What follows belongs to an exercise in optimizing a design on an open flow for small area; a production flow would make more cautious choices.
In this exercise RTL edits were held to simulation tests only and were not proved equivalent to the original.
No activity file was given, so power comes from the tool's default toggle rates.

`design/flow/design.v`:
```
package la_pkg;
  typedef enum logic [1:0] {
    TRIG_IMMEDIATE = 2'b00,
    TRIG_RISING    = 2'b01,
    TRIG_FALLING   = 2'b10,
    TRIG_LEVEL     = 2'b11
  } trig_mode_e;
  typedef enum logic [2:0] {
    CAP_IDLE = 3'd0,
    CAP_PRE  = 3'd1,
    CAP_WAIT = 3'd2,
    CAP_POST = 3'd3,
    CAP_DONE = 3'd4
  } cap_state_e;
endpackage
module la_rd_aoi3 (
  input  logic [2:0] d,
  input  logic [2:0] s,
  output logic       y_n
);
  assign y_n = ~|(d & s);
endmodule
module la_rd_gate (
  input  logic [1:0] t_n,
  input  logic [1:0] d,
  input  logic [1:0] s,
  input  logic       row_n,
  output logic       y
);
  logic t2_n;
  assign t2_n = ~((d[0] & s[0]) | (d[1] & s[1]));
  assign y    = ~((&t_n) & t2_n | row_n);
endmodule
module la_rd_row (
  input  logic [7:0] d,
  input  logic [7:0] s,
  input  logic       row_n,
  output logic       y
);
  logic [1:0] t_n;
  la_rd_aoi3 u_a0 (.d(d[2:0]), .s(s[2:0]), .y_n(t_n[0]));
  la_rd_aoi3 u_a1 (.d(d[5:3]), .s(s[5:3]), .y_n(t_n[1]));
  la_rd_gate u_g  (.t_n(t_n), .d(d[7:6]), .s(s[7:6]), .row_n(row_n), .y(y));
endmodule
module la_rd_or #(
  parameter int unsigned N = 21
) (
  input  logic [N-1:0] a,
  output logic         y
);
  assign y = |a;
endmodule
module la_capture_engine #(
  parameter int unsigned CHANNEL_COUNT  = 10,
  parameter int unsigned SAMPLE_DEPTH   = 160,
  parameter int unsigned PRESCALE_WIDTH = 16,
  localparam int unsigned AW = $clog2(SAMPLE_DEPTH),
  localparam int unsigned TW = (CHANNEL_COUNT > 1) ? $clog2(CHANNEL_COUNT) : 1
) (
  input  logic                      clk,
  input  logic                      reset,
  input  logic [CHANNEL_COUNT-1:0]  chan_in,
  input  logic [CHANNEL_COUNT-1:0]  chan_enable,
  input  logic                      arm,
  input  logic [TW-1:0]             trig_channel,
  input  logic [1:0]                trig_mode,
  input  logic [PRESCALE_WIDTH-1:0] prescale,
  input  logic [AW-1:0]             pretrig_count,
  input  logic [AW-1:0]             rd_addr,
  output logic [CHANNEL_COUNT-1:0]  rd_data,
  output logic [2:0]                cap_state,
  output logic                      done
);
  localparam int unsigned SELW = 1 << TW;
  localparam logic [AW-1:0] LAST = AW'(SAMPLE_DEPTH - 1);
  la_pkg::cap_state_e        state;
  la_pkg::trig_mode_e        mode_q;
  logic [TW-1:0]             trig_ch_q;
  logic [PRESCALE_WIDTH-1:0] prescale_q;
  logic [PRESCALE_WIDTH-1:0] ps_cnt;
  logic [AW-1:0]             post_len_q;    
  logic [AW-1:0]             cnt;           
  logic                      prev_valid;
  logic                      prev_bit;
  logic [CHANNEL_COUNT-1:0] sample_c;
  logic [SELW-1:0]          sel_ext_c;
  logic                     cur_bit_c;
  logic                     active_c;
  logic                     tick_c;
  logic                     wr_en_c;
  logic                     trig_hit_c;
  logic                     cnt_zero_c;
  assign sample_c   = chan_in & chan_enable;
  assign sel_ext_c  = SELW'(sample_c);
  assign cur_bit_c  = sel_ext_c[trig_ch_q];
  assign active_c   = (state == la_pkg::CAP_PRE) || (state == la_pkg::CAP_WAIT) || (state == la_pkg::CAP_POST);
  assign tick_c     = active_c && (ps_cnt == prescale_q);
  assign cnt_zero_c = (cnt == '0);
  assign wr_en_c    = tick_c && !arm && !((state == la_pkg::CAP_POST) && cnt_zero_c);
  always_comb begin
    trig_hit_c = 1'b0;
    case (mode_q)
      la_pkg::TRIG_IMMEDIATE: trig_hit_c = 1'b1;
      la_pkg::TRIG_RISING:    trig_hit_c = prev_valid && !prev_bit && cur_bit_c;
      la_pkg::TRIG_FALLING:   trig_hit_c = prev_valid && prev_bit && !cur_bit_c;
      la_pkg::TRIG_LEVEL:     trig_hit_c = cur_bit_c;
      default:                trig_hit_c = 1'b0;
    endcase
  end
  always_ff @(posedge clk) begin
    if (arm) begin
      mode_q     <= la_pkg::trig_mode_e'(trig_mode);
      trig_ch_q  <= trig_channel;
      prescale_q <= prescale;
      post_len_q <= LAST - pretrig_count;
      ps_cnt     <= '0;
      cnt        <= pretrig_count;
      prev_valid <= 1'b0;
      prev_bit   <= 1'b0;
    end else begin
      if (active_c) ps_cnt <= tick_c ? '0 : ps_cnt + PRESCALE_WIDTH'(1);
      if (wr_en_c) begin
        prev_bit   <= cur_bit_c;
        prev_valid <= 1'b1;
      end
      case (state)
        la_pkg::CAP_PRE:  if (tick_c) cnt <= cnt - AW'(1);
        la_pkg::CAP_WAIT: if (tick_c && trig_hit_c) cnt <= post_len_q;
        la_pkg::CAP_POST: if (tick_c && !cnt_zero_c) cnt <= cnt - AW'(1);
        default: ;
      endcase
    end
  end
  always_ff @(posedge clk) begin
    if (reset) begin
      state <= la_pkg::CAP_IDLE;
    end else if (arm) begin
      state <= (pretrig_count == '0) ? la_pkg::CAP_WAIT : la_pkg::CAP_PRE;
    end else begin
      case (state)
        la_pkg::CAP_PRE:  if (tick_c && cnt == AW'(1)) state <= la_pkg::CAP_WAIT;
        la_pkg::CAP_WAIT: if (tick_c && trig_hit_c) state <= la_pkg::CAP_POST;
        la_pkg::CAP_POST: if (cnt_zero_c || (tick_c && cnt == AW'(1))) state <= la_pkg::CAP_DONE;
        default: ;
      endcase
    end
  end
  assign cap_state = state;
  assign done      = (state == la_pkg::CAP_DONE);
  localparam int unsigned M    = 8;
  localparam int unsigned MW   = $clog2(M);
  localparam int unsigned R    = SAMPLE_DEPTH / M;
  localparam int unsigned RW   = $clog2(R + 1);
  localparam int unsigned NINJ = (R + M - 1) / M;
  logic [CHANNEL_COUNT-1:0]   sbuf   [M];
  logic [M*CHANNEL_COUNT-1:0] ring_q [R];    
  logic [MW-1:0]              f;             
  logic [RW-1:0]              u;             
  logic                       row_done_c;
  logic [RW:0]                u_sum_c;
  assign row_done_c = wr_en_c && (f == MW'(M - 1));
  assign u_sum_c    = (RW+1)'(u) + (RW+1)'(1) + (RW+1)'(row_done_c);
  always_ff @(posedge clk) begin
    if (reset) begin
      f <= '0;
      u <= '0;
    end else begin
      if (wr_en_c) f <= f + MW'(1);
      u <= (u_sum_c >= (RW+1)'(R)) ? RW'(u_sum_c - (RW+1)'(R)) : RW'(u_sum_c);
    end
  end
  always_ff @(posedge clk) begin
    if (wr_en_c) sbuf[f] <= sample_c;
  end
  function automatic bit inj_pos(input int unsigned p);
    inj_pos = 1'b0;
    for (int unsigned j = 0; j < NINJ; j++)
      if ((j * R) / NINJ == p) inj_pos = 1'b1;
  endfunction
  for (genvar p = 0; p < R; p++) begin : g_ring
    localparam int unsigned PF = (p + R - 1) % R;    
    if (inj_pos(p)) begin : g_inj
      logic [M-1:0] inj_c;
      for (genvar c = 0; c < M; c++) begin : g_w
        assign inj_c[c] = ((u == RW'(PF)) && (MW'(c) < f)) || ((u == RW'(p)) && (MW'(c) >= f));
      end
      always_ff @(posedge clk) begin
        for (int c = 0; c < M; c++)
          ring_q[p][c*CHANNEL_COUNT +: CHANNEL_COUNT] <=
            inj_c[c] ? sbuf[c] : ring_q[PF][c*CHANNEL_COUNT +: CHANNEL_COUNT];
      end
    end else begin : g_move
      always_ff @(posedge clk) ring_q[p] <= ring_q[PF];
    end
  end
  localparam int unsigned HW = AW - MW;
  logic [MW:0]              rd_lo_c;
  logic [HW-1:0]            rd_hi_c;
  logic                     rd_ok_c;
  logic                     rd_s_c;
  logic [R:0]               rd_row_c;
  logic [R:0]               rd_row_n_c;
  logic [M-1:0]             rd_col_c;
  assign rd_lo_c    = (MW+1)'(rd_addr[MW-1:0]) + (MW+1)'(f);
  assign rd_hi_c    = rd_addr[AW-1:MW];
  assign rd_ok_c    = !reset && (rd_addr < AW'(SAMPLE_DEPTH));
  assign rd_s_c     = (rd_hi_c == HW'(R - 1));
  logic [RW:0]  rd_u0_c, rd_u1_c;
  logic [R-1:0] rd_r0_c, rd_r1_c;
  assign rd_u0_c = (RW+1)'(u) + (RW+1)'(rd_hi_c);
  assign rd_u1_c = rd_u0_c + (RW+1)'(1);
  for (genvar p = 0; p < R; p++) begin : g_row
    assign rd_r0_c[p]  = (rd_u0_c == (RW+1)'(p)) || (rd_u0_c == (RW+1)'(p + R));
    assign rd_r1_c[p]  = (rd_u1_c == (RW+1)'(p)) || (rd_u1_c == (RW+1)'(p + R));
    assign rd_row_c[p] = rd_ok_c && !rd_s_c && (rd_lo_c[MW] ? rd_r1_c[p] : rd_r0_c[p]);
  end
  assign rd_row_c[R] = rd_ok_c && rd_s_c;
  assign rd_row_n_c  = ~rd_row_c;
  for (genvar c = 0; c < M; c++) begin : g_col
    assign rd_col_c[c] = (rd_lo_c[MW-1:0] == MW'(c));
  end
  for (genvar b = 0; b < CHANNEL_COUNT; b++) begin : g_rd
    logic [R:0] rows;
    logic       rd_c;
    for (genvar p = 0; p < R; p++) begin : g_r
      logic [M-1:0] d;
      for (genvar c = 0; c < M; c++) begin : g_c
        assign d[c] = ring_q[p][c*CHANNEL_COUNT + b];
      end
      la_rd_row u_row (.d(d), .s(rd_col_c), .row_n(rd_row_n_c[p]), .y(rows[p]));
    end
    begin : g_s
      logic [M-1:0] d;
      for (genvar c = 0; c < M; c++) begin : g_c
        assign d[c] = sbuf[c][b];
      end
      la_rd_row u_row (.d(d), .s(rd_col_c), .row_n(rd_row_n_c[R]), .y(rows[R]));
    end
    la_rd_or #(.N(R + 1)) u_or (.a(rows), .y(rd_c));
    always_ff @(posedge clk) rd_data[b] <= rd_c;
  end
endmodule
```
`design/flow/flow/run.sh`:
```
#!/bin/bash
# The standard layout (the standard.sh with the standard synthesis unchanged), with
# two settings changed: the clock tree is built without dummy loads, from clkbuf_8 leaf
# buffers driving clusters of up to 16 sinks (clkbuf_16 at the root), and ports are
# buffered with buf_2.
cp standard.sh standard_sh_copy.log
export CTS_ARGS="-sink_clustering_enable -repair_clock_nets -dont_use_dummy_load -sink_clustering_size 16 -sink_clustering_max_diameter 80 -buf_list sky130_fd_sc_hd__clkbuf_8 -root_buf sky130_fd_sc_hd__clkbuf_16"
export BUFFER_PORTS_ARGS="-buffer_cell sky130_fd_sc_hd__buf_2"
bash standard.sh > standard_flow.log 2>&1
```
`design/flow/standard.sh`:
```
#!/bin/bash
# synth_recipe.tcl (not shown) runs the flow's synth.tcl, then flattens the netlist and writes it again
# the make line also repeats each setting of config.mk as NAME=value (left out here)
make -C /OpenROAD-flow-scripts/flow DESIGN_CONFIG=/design/flow/config.mk WORK_HOME=/design/flow/orfs CLKGATE_MAP_FILE= SYNTH_SCRIPT=/design/flow/synth_recipe.tcl "${@:-finish}"
```
`design/flow/config.mk`:
```
export PLATFORM = sky130hd
export DESIGN_NAME = la_capture_engine
export DESIGN_NICKNAME = la_capture_engine
export VERILOG_FILES = /design/flow/design.v
export SDC_FILE = /design/flow/constraint.sdc
export NUM_CORES = 4
export LEC_CHECK = 0
export CAP_MARGIN = 20
export CORE_MARGIN = 2
export CORE_UTILIZATION = 60
export CTS_BUF_LIST = sky130_fd_sc_hd__clkbuf_8
export CTS_CLUSTER_DIAMETER = 80
export CTS_CLUSTER_SIZE = 16
export PLACE_DENSITY = 0.75
export SLEW_MARGIN = 20
export SYNTH_HIERARCHICAL = 1
```
`design/flow/constraint.sdc`:
```
create_clock -name core_clock -period 4.4 [get_ports {clk}]
set_input_delay 0.8800 -clock core_clock [delete_from_list [all_inputs] [get_ports {clk}]]
set_output_delay 0.8800 -clock core_clock [all_outputs]
set_load 0.01 [all_outputs]
```
==> impl_results.md <==
- Run status: finished clean
- DR DRC count: 0
- DP HPWL: 91600 µm
- Routed vias: 32300
- Rows: 105
- Multiplexer area fraction after synthesis: 0.0559
- Post-Route Skew: 0.0456 ns
- Fin Setup TNS: 0 ns
- Adder-Cell Fraction of Synth Area: 0.00610
- Pin count of the biggest net entering global routing: 89
- Vias in the first global route: 31600
- Initial antenna violation count: 3
- Post-synthesis sequential area ratio: 0.733
- Synth top area share: 0.661
- Largest family of logic cells by synthesized area: compound AO/OA/AOI/OAI gates
- First-pass GRT wire length: 203000 µm
- Arr. time, crit path: 4.34 ns
- P_sw: 0.00681 W
- Slew Limit Fails: 0
- Critical path class: in2reg
- Startpoint Class: primary input
- Syn nets: 3475
- CTS tree: built
- Initial core utilization: 0.605
- Most common cell after layout, fill and taps aside: dfxtp_1
- Max_cap viols: 0
- Final period util: 0.863
- Cell-internal power: 0.0216 W
- Post-synth EDFFs: 118
- Area Growth Syn to Fin: 9.84%
- Crit path capture: rd_data[4]
- Share of cells above drive strength 1: 0.165
- Final ANT Viol Nets: 0
- Synthesized cell area: 49600 µm²
- Clk pwr share: 0.255
- CP Capture Type: flip-flop
- Placed cell area: 52700 µm²
- Gr ovfl total: 0
- Die Y: 292 µm
- Register area: 36400 µm²
- Placer Congestion: 0.931
- Register-to-Register Setup Slack: 0.61 ns
- Post-CTS setup buffers: 0
- Die area: 85000 µm²
- Drt first pass iters: 17
- Core area: 82000 µm²
- Design Area, Final: 54500 µm²
- Total Routed Length: 139000 µm
- WP data required: 4.94 ns
- Max VDD drop: 0.000316 V
- Worst Tran Pin Value: 1.16 ns
- Vias per cell: 6.79
- Most frequent cells in the layout: 1639 x dfxtp_1, 420 x a222oi_1, 230 x mux2_2, 214 x a31oi_1, 212 x a22oi_1
- Reg2Reg Launch Point: f[0]
- PortBufs: 74
- Compound-Gate Fraction of Synth Area: 0.157
- Gr usage total: 0.322
- Hold Path Class: reg2reg
- Fmax: 263 MHz
- Initial DRC Count: 5744
- Crit. Startpoint: rd_addr[0]
- Reg2reg path depth: 10
- Max_slew headroom: 0.226
- Die W: 292 µm
- Number of synthesized register bits: 1757
- Leak: 20.3 nW
- Syn Inst Count: 3391
- Pwr/cell area: 522 nW/µm²
- Max clock buf depth: 3
- XOR/XNOR share of the synthesized area: 0.00913
- Clock transition at path regs: 0.10 ns
- Mean Syn Cell Area: 14.6 µm²
- Syn. warnings: 8
- Final Core Density: 0.665
- Final Hold Vio Count: 0
- Netlist cell types: 68
- Num CTS Buffers: 119
- FF-to-FF End: rd_data[4]
- Tmin final: 3.80 ns
- Clk sink count: 1757
- Synth Area in Simple Gates: 0.0344
- RSZ-0062 raised after global routing: no
- IO Pins: 75
- Final setup viols: 0
- Sw frac: 0.240
- Worst-Skew Late Latency: 0.67 ns
- Asr flop ratio synth: 0
- H-tree depth: 3
- Multi-input gate area: 13200 µm²
- Predominant post-synthesis flop cell: dfxtp_1
- Layout Nets: 3774
- Post-CTS Hold Buffers: 0
- Combinational Power Share: 0.063
- Sequential power share: 0.682
- Worst Path Max Fanout: 81
- Root buffer cell: clkbuf_16
- Cell taking the most area after synthesis: dfxtp_1
- Resized cells post-CTS: 0
- Filler cells: 5913
- Ranking of synthesized cells by area: dfxtp_1 66%, a222oi_1 8.5%, edfxtp_1 7.1%
- Wire per inst: 29.3 µm
==> power groups by stage <==
| stage | combinational, W | clock [W] | sequential [W] |
|---|---|---|---|
| finish | 0.00180 | 0.00725 | 0.0194 |
| global route | 0.00188 | 0.00790 | 0.0196 |
| CTS | 0.00175 | 0.00731 | 0.0193 |
| detailed placement | 0.00174 | 0 | 0.0197 |
| global placement | 0.00172 | 0 | 0.0196 |
| floorplan | 0.00109 | 0 | 0.0193 |
==> per-stage QoR <==
step / cells / worst slack, ns / total power, W / hold WS, ns
after floorplan: 3391 / -1.74 / 0.0203 / 0.330
after global placement: 4638 / 0.117 / 0.0214 / 0.332
after detailed placement: 4639 / 0.0897 / 0.0214 / 0.335
after CTS: 4758 / 0.682 / 0.0284 / 0.319
after global routing: 4758 / 0.214 / 0.0294 / 0.327
final: 4759 / 0.602 / 0.0284 / 0.319
==> Yosys stat by module (local to each module, per instance), a selection <==
module | copies in the design | flip-flops and latches | cell area [µm²]
la_capture_engine | 1 | 1757 | 42100
la_rd_aoi3 | 420 | 0 | 10.0
la_rd_gate | 210 | 0 | 13.8
==> cells by family (layout without fill, tap and decap cells) <==
group,Yosys count,in the layout
AO/OA/AOI/OAI,937,937
XOR/XNOR,50,50
adder cells (fa/ha/maj),23,23
buffers and inverters,51,348
flip-flops,1757,1757
multiplexers,241,241
other,0,1
AND/OR/NAND/NOR,332,332
==> synth_stat cells, types with 16 or more instances <==
cell and number:
a21oi_1 25, a222oi_1 420, a22oi_1 213, a31oi_1 214, dfxtp_1 1639, edfxtp_1 118
ha_1 21, inv_1 23, mux2_2 230, nand2_1 90, nand4_1 19, nor2_1 63
nor3_1 29, nor4_1 38, o21ai_0 23, or4_1 22, xnor2_1 32, xor2_1 16
==> critical path, cell delays in order <==
cell      delay [ns]
buf_2           0.12
ha_4            0.16
fa_2            0.66
nand2b_1        0.26
nor2_4          0.20
buf_12          0.24
a222oi_1        0.38
a31oi_1         0.19
nor4_1          0.56
nand4_1         0.16
or4_1           0.42
==> registers in the layout (all words and copies together), names as in the netlist, 4 cells and up <==
signal / flops
prescale_q: 16
u: 5
ring_q: 1600
trig_ch_q: 4
rd_data: 10
sbuf: 80
cnt: 8
post_len_q: 8
ps_cnt: 16
==> cell type report <==
type / count / area share
antenna: 1 / 0.0000459
clock buffer: 119 / 0.0319
inverter: 24 / 0.00165
multi-input combinational: 1583 / 0.242
sequential: 1757 / 0.667
tap: 1070 / 0.0246
timing repair buffer: 205 / 0.0321
==> routing by layer <==
metal / vias up / global-route usage / wire length [µm]
met5: - / 0.000567 / 29
met4: 6 / 0.163 / 8040
met1: 15700 / 0.443 / 55100
li1: 14100 / - / -
met2: 2032 / 0.479 / 59900
met3: 437 / 0.0741 / 16300
==> worst min-delay path by stage <==
stage	slack [ns]	to	cells after the start	startpoint
2_1_floorplan	0.33	ring_q[7][0]	0	ring_q[6][0]
3_3_place_gp	0.33	ring_q[16][73]	0	ring_q[15][73]
3_5_place_dp	0.34	ring_q[15][64]	0	ring_q[14][64]
4_1_cts	0.32	ring_q[11][75]	0	ring_q[10][75]
5_1_grt	0.33	ring_q[12][72]	0	ring_q[11][72]
6_report	0.32	ring_q[3][21]	0	ring_q[2][21]

-- afterwards: timing with drivers on the ports --
Ports are ideal in the flow. The routed layout listed here was re-timed in OpenROAD. Step 1 (the two cells are an assumption about what drives the block):
set clk [get_ports {clk}]
set_driving_cell -lib_cell sky130_fd_sc_hd__clkbuf_16 $clk
set_driving_cell -lib_cell sky130_fd_sc_hd__buf_2 [delete_from_list [all_inputs] $clk]
Step 2 adds t to the input delays and takes it off the output delays; t is the mean of the earliest and latest rising clock arrival at the registers after step 1. Input paths then give back, and output paths get back, about the clock's delay inside the block. Three values: ideal ports, drivers, drivers and shift; two values: the first two.
t, ns: 0.706
setup slack, ns: 0.602 / 0.609 / -0.068
latest minus earliest clock arrival (ns): 0.050 / 0.049
With both steps, setup timing fails in this run, where it was met with ideal ports. The setup slack of this run moves by +0.007 ns with the drivers and by -0.670 ns with both steps.
